From an optimization exercise on the open Yosys and OpenROAD flow, aimed at small area, a short achievable clock period and few clock cycles; shortcuts taken in it are not production practice. Only simulation tests tie the RTL to the original design; equivalence was not proved. No activity file was given, so power comes from the tool's default toggle rates.

===== design/flow/config.mk =====
export PLATFORM = sky130hd
export DESIGN_NAME = scu_top
export DESIGN_NICKNAME = scu_top
export VERILOG_FILES = /design/flow/design.v
export SDC_FILE = /design/flow/constraint.sdc
export NUM_CORES = 4
export LEC_CHECK = 0
export CAP_MARGIN = 35
export CORE_MARGIN = 2
export CORE_UTILIZATION = 40
export SETUP_SLACK_MARGIN = 1.5
export SLEW_MARGIN = 25

===== design/flow/constraint.sdc =====
create_clock -name core_clock -period 10.0 [get_ports {clock}]
set_input_delay 2.0000 -clock core_clock [delete_from_list [all_inputs] [get_ports {clock}]]
set_output_delay 2.0000 -clock core_clock [all_outputs]
set_load 0.01 [all_outputs]

===== design/flow/design.v =====
module scu_top (
   input  logic        clock,
   input  logic        reset,
   input  logic        req_valid,
   output logic        req_stall,
   input  logic [2:0]  req_kind,
   input  logic [47:0] req_a,
   input  logic [47:0] req_b,
   output logic        rsp_valid,
   input  logic        rsp_stall,
   output logic [47:0] rsp_value,
   output logic [1:0]  rsp_status
);
   localparam logic [2:0] S_IDLE = 3'd0, S_MUL = 3'd1, S_MFIN = 3'd2, S_DEXEC = 3'd3,
                          S_DIV  = 3'd4, S_DFIN = 3'd5;
   localparam logic [47:0] MAX_POS = 48'h7FFF_FFFF_FFFF;
   localparam logic [47:0] MIN_NEG = 48'h8000_0000_0000;
   localparam logic [47:0] ONE     = 48'h0000_0001_0000;
   localparam int K  = 9;
   localparam int ND = (48 + K - 1) / K;
   function automatic logic [4:0] top_digit(input logic [47:0] v);
      logic [ND*K-1:0] w;
      w = (ND*K)'(v);
      top_digit = '0;
      for (int i = 1; i < ND; i++) if (w[i*K +: K] != '0) top_digit = 5'(i);
   endfunction
   function automatic logic [K-1:0] dig_of(input logic [47:0] v, input logic [4:0] i);
      logic [ND*K-1:0] w;
      w = (ND*K)'(v);
      dig_of = w[i*K +: K];
   endfunction
   function automatic logic [191:0] csa(input logic [95:0] a, input logic [95:0] b,
                                        input logic [95:0] c);
      csa = {a ^ b ^ c, ((a & b) | (a & c) | (b & c)) << 1};
   endfunction
   function automatic logic [5:0] msb48(input logic [47:0] v);
      msb48 = '0;
      for (int i = 0; i < 48; i++) if (v[i]) msb48 = 6'(i);
   endfunction
   function automatic logic [28:0] fact_tab(input logic [3:0] n);
      case (n)
         4'd2:  fact_tab = 29'd2;
         4'd3:  fact_tab = 29'd6;
         4'd4:  fact_tab = 29'd24;
         4'd5:  fact_tab = 29'd120;
         4'd6:  fact_tab = 29'd720;
         4'd7:  fact_tab = 29'd5040;
         4'd8:  fact_tab = 29'd40320;
         4'd9:  fact_tab = 29'd362880;
         4'd10: fact_tab = 29'd3628800;
         4'd11: fact_tab = 29'd39916800;
         4'd12: fact_tab = 29'd479001600;
         default: fact_tab = 29'd1;
      endcase
   endfunction
   logic [2:0]   state;
   logic         is_pow;
   logic         wh;       
   logic [47:0]  ra;       
   logic [47:0]  xr;       
   logic [31:0]  rb;       
   logic         sa;       
   logic         sgn;      
   logic [47:0]  p2m;      
   logic         p2s;      
   logic         chk;      
   logic [97:0]  z;        
   logic [4:0]   cnt;
   logic [K-1:0] dg;       
   logic         first;
   logic         ov, sv;   
   logic [47:0]  oval, sval;
   logic [1:0]   ost, sst;
   logic         fin_ok, take;
   logic [47:0]  ma_in, mb_in, md_in;
   logic         wh_in;
   assign fin_ok    = (state == S_DFIN || state == S_MFIN) && !ov;
   assign req_stall = sv || !(state == S_IDLE || fin_ok);
   assign take      = req_valid && !req_stall;
   assign ma_in     = req_a[47] ? (~req_a + 48'd1) : req_a;
   assign wh_in     = (req_a[15:0] == '0);
   assign md_in     = wh_in ? {16'd0, ma_in[47:16]} : ma_in;
   logic         imm;
   logic [47:0]  imm_val;
   logic [1:0]   imm_st;
   logic         sub, addop;
   logic [47:0]  bop, asum;
   always_comb begin
      addop   = (req_kind[2:1] == 2'd0);
      sub     = addop ? req_kind[0] : req_b[47];
      bop     = sub ? ~req_b : req_b;
      asum    = (addop ? req_a : 48'd0) + bop + {47'd0, sub};
      mb_in   = asum;
      imm     = 1'b1;
      imm_val = req_a;
      imm_st  = 2'd0;
      case (req_kind)
         3'd0, 3'd1: begin
            imm_val = asum;
            if (req_a[47] == bop[47] && asum[47] != req_a[47]) begin
               imm_val = req_a[47] ? MIN_NEG : MAX_POS; imm_st = 2'd3;
            end
         end
         3'd2: imm = 1'b0;
         3'd3: begin
            imm     = (req_b == '0);
            imm_val = '0;
            imm_st  = 2'd1;
         end
         3'd4: begin
            if (req_a[47] || req_a[47:16] <= 32'd1) imm_val = ONE;
            else if (req_a[47:16] >= 32'd13) begin
               imm_val = MAX_POS; imm_st = 2'd3;
            end else imm_val = {3'd0, fact_tab(req_a[19:16]), 16'd0};
         end
         3'd5: begin
            imm = req_b[47] || (req_b[47:17] == '0);
            if (req_b[47] || !req_b[16]) imm_val = ONE;
         end
         default: imm_st = 2'd2;
      endcase
   end
   logic         pneg, prnd, psat, pzero, peq;
   logic [95:0]  pv;
   logic [32:0]  phi;
   logic [47:0]  pmag;
   always_comb begin
      pv    = wh ? {z[79:0], 16'd0} : z[95:0];
      pneg  = is_pow ? (sgn ^ sa) : sgn;
      prnd  = pneg && (pv[15:0] != '0);
      phi   = pv[95:63];
      pmag  = pv[63:16] + {47'd0, prnd};
      psat  = pneg ? ((phi > 33'd1) || (phi == 33'd1 && (pv[62:16] != '0 || prnd)))
                   : (phi != '0);
      pzero = (pmag == '0);
      peq   = (pmag == p2m) && ((pneg && !pzero) == p2s);
   end
   logic [47:0]     mx;
   logic [95:0]     rw [0:10];
   logic [191:0]    l1a, l1b, l1c, l2a, l2b, l3a, l3b, l4a, l5a;
   logic [95:0]     acc_n;
   always_comb begin
      mx = chk ? pv[63:16] : xr;
      for (int i = 0; i < K; i++) rw[i] = dg[i] ? (96'(mx) << i) : 96'd0;
      rw[9]  = (chk && prnd) ? 96'(dg) : 96'd0;
      rw[10] = first ? 96'd0 : {z[95-K:0], K'(0)};
      l1a   = csa(rw[0], rw[1], rw[2]);
      l1b   = csa(rw[3], rw[4], rw[5]);
      l1c   = csa(rw[6], rw[7], rw[8]);
      l2a   = csa(l1a[191:96], l1a[95:0], l1b[191:96]);
      l2b   = csa(l1b[95:0], l1c[191:96], l1c[95:0]);
      l3a   = csa(l2a[191:96], l2a[95:0], rw[9]);
      l3b   = csa(l2b[191:96], l2b[95:0], rw[10]);
      l4a   = csa(l3a[191:96], l3a[95:0], l3b[191:96]);
      l5a   = csa(l4a[191:96], l4a[95:0], l3b[95:0]);
      acc_n = l5a[191:96] + l5a[95:0];
   end
   function automatic logic [97:0] dstep(input logic [97:0] zz, input logic [47:0] d);
      logic [48:0] t;
      t = {zz[97:50], zz[49]} - {1'b0, d};
      if (!t[48]) dstep = {t[47:0], zz[48:0], 1'b1};
      else        dstep = {zz[96:0], 1'b0};
   endfunction
   logic [5:0]   msb_a, msb_d;
   logic [6:0]   p0;
   logic [4:0]   c;        
   logic [5:0]   sh;       
   logic         dsat_pre, dqzero;
   logic [97:0]  zinit;
   logic         qsat;
   always_comb begin
      msb_a    = msb48(ra);
      msb_d    = msb48(xr);
      dsat_pre = (xr[47:16] == '0) && (ra[47:32] >= xr[15:0]);
      dqzero   = (ra == '0) || ({1'b0, msb_a} + 7'd16 < {1'b0, msb_d});
      p0       = {1'b0, msb_a} + 7'd16 - {1'b0, msb_d};
      c        = 5'((p0 + 7'd2) >> 1);
      sh       = 6'd33 - {1'b0, c};
      zinit    = {50'd0, ra} << {sh, 1'b0};
      qsat     = (z[49:48] != '0) || (z[47] && (!sgn || z[46:0] != '0));
   end
   logic         wr;
   logic [47:0]  wr_val;
   logic [1:0]   wr_st;
   logic         pstop;    
   logic [47:0]  cv_m;
   logic         cv_n;
   always_comb begin
      wr     = 1'b0;
      wr_st  = 2'd0;
      cv_m   = pmag;
      cv_n   = pneg;
      pstop  = chk && (psat || peq || rb == 32'd2);
      case (state)
         S_MUL: begin
            wr = pstop;
            if (psat) wr_st = 2'd3;
            else if (peq && rb[0]) begin
               cv_m = xr; cv_n = sgn;
            end
         end
         S_MFIN: begin
            wr = 1'b1;
            if (psat) wr_st = 2'd3;
         end
         S_DEXEC: begin
            wr   = dsat_pre || dqzero;
            cv_m = '0;
            cv_n = sgn;
            if (dsat_pre) wr_st = 2'd3;
         end
         S_DFIN: begin
            wr   = 1'b1;
            cv_m = z[47:0];
            cv_n = sgn;
            if (qsat) wr_st = 2'd3;
         end
         default: ;
      endcase
      if (wr_st == 2'd3) wr_val = cv_n ? MIN_NEG : MAX_POS;
      else               wr_val = cv_n ? (~cv_m + 48'd1) : cv_m;
   end
   logic         push1, push0, pop;
   assign push1 = wr && !sv;
   assign push0 = take && imm;
   assign pop   = ov && !rsp_stall;
   always_ff @(posedge clock) begin
      if (reset) begin
         ov <= 1'b0;
         sv <= 1'b0;
      end else if (sv) begin
         if (pop) begin
            ov   <= 1'b1;
            oval <= sval;
            ost  <= sst;
            sv   <= 1'b0;
         end
      end else if (ov && !pop) begin
         if (push1 || push0) begin
            sv   <= 1'b1;
            sval <= push1 ? wr_val : imm_val;
            sst  <= push1 ? wr_st : imm_st;
         end
      end else begin
         ov <= push1 || push0;
         if (push1 || push0) begin
            oval <= push1 ? wr_val : imm_val;
            ost  <= push1 ? wr_st : imm_st;
         end
         if (push1 && push0) begin
            sv   <= 1'b1;
            sval <= imm_val;
            sst  <= imm_st;
         end
      end
   end
   always_ff @(posedge clock) begin
      if (reset) begin
         state <= S_IDLE;
      end else begin
         if (push1) state <= S_IDLE;
         case (state)
            S_MUL: begin
               if (!pstop) begin
                  if (chk) begin
                     p2m <= xr;
                     p2s <= sgn;
                     xr  <= pmag;
                     sgn <= pneg && !pzero;
                     rb  <= rb - 32'd1;
                  end
                  z[95:0] <= acc_n;
                  first   <= 1'b0;
                  chk     <= 1'b0;
                  cnt     <= cnt - 5'd1;
                  dg      <= dig_of(ra, cnt - 5'd1);
                  if (cnt == '0) begin
                     if (is_pow) begin
                        chk   <= 1'b1;
                        first <= 1'b1;
                        cnt   <= top_digit(ra);
                        dg    <= dig_of(ra, top_digit(ra));
                     end else begin
                        state <= S_MFIN;
                     end
                  end
               end
            end
            S_DEXEC: begin
               if (!wr) begin
                  z     <= zinit;
                  cnt   <= c - 5'd1;
                  state <= S_DIV;
               end
            end
            S_DIV: begin
               z   <= dstep(dstep(z, xr), xr);
               cnt <= cnt - 5'd1;
               if (cnt == '0) state <= S_DFIN;
            end
            default: ;
         endcase
         if (take) begin
            ra     <= (req_kind == 3'd3) ? ma_in : md_in;
            wh     <= wh_in;
            xr     <= (req_kind == 3'd5) ? ma_in : mb_in;
            rb     <= req_b[47:16];
            sa     <= req_a[47];
            sgn    <= (req_kind == 3'd5) ? req_a[47] : (req_a[47] ^ req_b[47]);
            is_pow <= (req_kind == 3'd5);
            p2m    <= ONE;
            p2s    <= 1'b0;
            chk    <= 1'b0;
            cnt    <= top_digit(md_in);
            dg     <= dig_of(md_in, top_digit(md_in));
            first  <= 1'b1;
            if (imm)                    state <= S_IDLE;
            else if (req_kind == 3'd3) state <= S_DEXEC;
            else                        state <= S_MUL;
         end
      end
   end
   assign rsp_valid  = ov;
   assign rsp_value  = oval;
   assign rsp_status = ost;
endmodule

===== design/flow/run.sh =====
#!/bin/bash
# synth_recipe.tcl (not shown) runs the flow's synth.tcl, then flattens the netlist and writes it again
# the make line also repeats each setting of config.mk as NAME=value (left out here)
make -C /OpenROAD-flow-scripts/flow DESIGN_CONFIG=/design/flow/config.mk WORK_HOME=/design/flow/orfs CLKGATE_MAP_FILE= SYNTH_SCRIPT=/design/flow/synth_recipe.tcl finish

==> results.txt <==
## state kept, by name (all words and copies together) (netlist names), 2 cells and up
register  cells
oval         48
p2m          48
cnt           5
state         3
ost           2
dg            9
sval         48
rb           32
ra           48
z            98
sst           2
xr           48
## kinds of logic (layout without fill, tap and decap cells)
family | Yosys count | after routing | share of synthesized area, %
adder cells (fa/ha/maj) | 698 | 698 | 19.2
multiplexers | 327 | 327 | 5.97
flip-flops | 400 | 400 | 19.8
buffers and inverters | 1096 | 1783 | 6.97
AND/OR/NAND/NOR | 2559 | 2559 | 20.9
XOR/XNOR | 449 | 449 | 6.78
AO/OA/AOI/OAI | 1905 | 1906 | 20.3
other | 0 | 10 | 0
## timing repair
| item | in CTS | in global routing |
|---|---|---|
| gates resized for setup | 105 | 195 |
| hold endpoints to repair | 0 | 0 |
| buffers inserted | 26 | 55 |
| setup endpoints to repair | 179 | 177 |
| pin swaps | 34 | 71 |
| cloned | 3 | 5 |
## metal layers
| layer | share of wire, % | global-route usage [%] | up-vias |
|---|---|---|---|
| li1 | - | - | 27600 |
| met1 | 38 | 49.9 | 31000 |
| met2 | 42 | 58.2 | 4075 |
| met3 | 10 | 7.54 | 948 |
| met4 | 9.0 | 27.2 | 12 |
| met5 | 0.049 | 0.223 | - |
## layout by cell type (no fill, tap or decap), types with 57 or more instances in the layout
cell type / count
a21o_1: 134
a21oi_1: 494
a22oi_1: 63
a31oi_1: 57
and2_1: 342
and3_1: 61
buf_4: 776
clkdlybuf4s50_1: 153
edfxtp_1: 395
fa_1: 380
ha_1: 295
inv_1: 662
mux2_2: 76
mux2i_1: 194
nand2_1: 713
nand3_1: 154
nand4_1: 82
nor2_1: 611
nor2b_1: 95
nor3_1: 135
nor4_1: 87
o21a_1: 57
o21ai_0: 441
xnor2_1: 291
xor2_1: 134
## power by group
group          leakage, nW  switching [mW]  internal [mW]
Sequential            3.70           0.216           2.68
Clock                0.833           0.853           1.15
Combinational         26.1            12.3           7.94
Total                 30.7            13.4           11.8
## final cells by class
| cell class | instances | area (um^2) |
|---|---|---|
| clock buffer | 56 | 1290 |
| antenna | 10 | 25.0 |
| tap | 2016 | 2520 |
| sequential | 400 | 12000 |
| fill | 14600 | 76500 |
| timing repair buffer | 1009 | 8750 |
| clock inverter | 37 | 432 |
| inverter | 681 | 2570 |
| multi-input combinational | 5939 | 45700 |
## stage by stage
step,hold slack [ps],cells,power (mW),instance area (um^2)
2_1_floorplan,495,7434,14.8,60400
3_3_place_gp,512,9939,21.1,69000
3_5_place_dp,508,9949,21.2,69100
4_1_cts,522,10100,23.8,71700
5_1_grt,558,10100,26.6,73200
6_report,520,10100,25.1,73300
## worst max-delay path, delay by kind of cell, from the launching register on
kind	cells	cell delay, ps
xor+xnor	1	420
flops	1	590
compound gates	11	3120
buf+inv	4	810
simple gates	8	2120
fa+ha+maj	4	1250
## final timing paths
kind              cells past startpoint               from                end
setup / recovery                     28    xr[5]$_DFFE_PP_    z[20]$_DFFE_PP_
hold / removal                        2  sval[1]$_DFFE_PP_  oval[1]$_DFFE_PP_
setup reg to reg                     28    xr[5]$_DFFE_PP_    z[20]$_DFFE_PP_
hold reg to reg                       2  sval[1]$_DFFE_PP_  oval[1]$_DFFE_PP_
==> impl_metrics.ini <==
[detailed_routing]
drt-wirelength-per-cell_um = 30.2
dr.pass1.iters = 13
ant_nets = 0
num_vias = 63700
finalWirelength_mm = 307
drtIter0Drc = 8180
drc_errors = 0
viasPerCell = 6.28

[global_routing]
grt_max_degree = 89
grt_remaining_overflow = 0
grt_pass1_vias = 59900
grt_pass1_wl_mm = 432
track_usage_pct = 38.7
antenna_found_initial = 16

[setup_path]
crit_type = flop to flop
start_kind = flop
slowest_stage = and3_1
ff2ff_setup_slack_ps = 1420
crit_arrival_ps = 9000
max_stage_delay_ps = 660
crit_path_max_fanout = 13
cp-end-kind = flop
cpMostUsedCell = nor3_1
cp.required_ps = 10420

[timing]
hold_violations = 0
fmax_mhz = 117
fin_ws_ps = 1420
setup_viol = 0
fin_crit_ps = 8580
slew_violations = 0
timing.final.crit_share_pct = 85.8
slew_headroom_pct = 27.2
clock_skew_ps = 40.3
rsz0062_at_grt = true
worst_pin_slew_ps = 1090
tns_ps = 0

[logic_synthesis]
netlist.area_leader.share_pct = 19.7
async_flop_share_pct = 0
syn_avg_cell_area_um2 = 8.11
ys_top_cells_by_count = nand2_1, inv_1, nor2_1, a21oi_1, o21ai_0
yosysUniqueCellTypes = 107
yosysWarnings = 2
yosys_most_used_dff = edfxtp_1
synth.largest_area_cell = edfxtp_1
synth_cells = 7434
synth_edf_count = 395
synth_area_leaders = edfxtp_1, fa_1, ha_1
yosysMostFrequentCell = nand2_1
synth_nets = 8234
syn_area_um2 = 60300
synth-seq-cells = 400
ys_seq_area_share_pct = 19.8

[clocking]
cts_buffer_depth = 3
cts_tree = done
numCtsBuffers = 50
clk_pin_slew_ps = 70
clkLatencyLatePin_ps = 680
clockRootBuffer = clkbuf_16
cts.hold.buffers_added = 0
numClockSinks = 400
h-tree-depth = 2

[placed_design]
hpwl_mm = 243
place_ws_ps = 464
globalplace.congestion = 1.10
portBuffers = 154

[pwr]
worst_ir_drop_vdd_mv = 0.490
p_leak_nw = 30.7
power_per_cell_area_nw_per_um2 = 343

[floorplan]
fp.dieH_um = 392
initial_core_util_pct = 40.3
fp.dieArea_um2 = 154000
core_area_um2 = 150000
ios = 155
rows = 142
die_w_um = 392

[final_layout]
drive_above_1_share_pct = 16.1
finalNetCount = 8881
area_growth_pct = 21.5
fin_util_pct = 48.9

[run]
drv_cap = 0

[worst_hold_path]
hold_class = flop to flop

[outcome]
status = no timing/DRC/antenna violations
Testbench counts, summed over its fixed seeds: cycles 12,583.

## port drivers added, routing unchanged
How much do the figures lean on ideal ports? The routed layout below was timed once more, with nothing changed but the port constraints. Step 1 (the two cells are an assumption about what drives the block):
set clk [get_ports {clock}]
set_driving_cell -lib_cell sky130_fd_sc_hd__clkbuf_16 $clk
set_driving_cell -lib_cell sky130_fd_sc_hd__buf_2 [delete_from_list [all_inputs] $clk]
Step 2, shift: input delay + t, output delay - t, t = (earliest + latest rising clock arrival at the registers) / 2. This alone moves slack from input paths to output paths. Three values: no drivers, after step 1, after step 2; two values: the first two.
t (ns): 0.744
setup WS [ns]: 1.418 / 1.418 / 1.077
worst data-port slew with drivers (ns): 0.05
pins driven straight from the clock port: 1
After both steps this run still meets setup and hold. For this run, drivers alone change the setup slack by 0.000 ns; drivers and shift together by -0.341 ns.
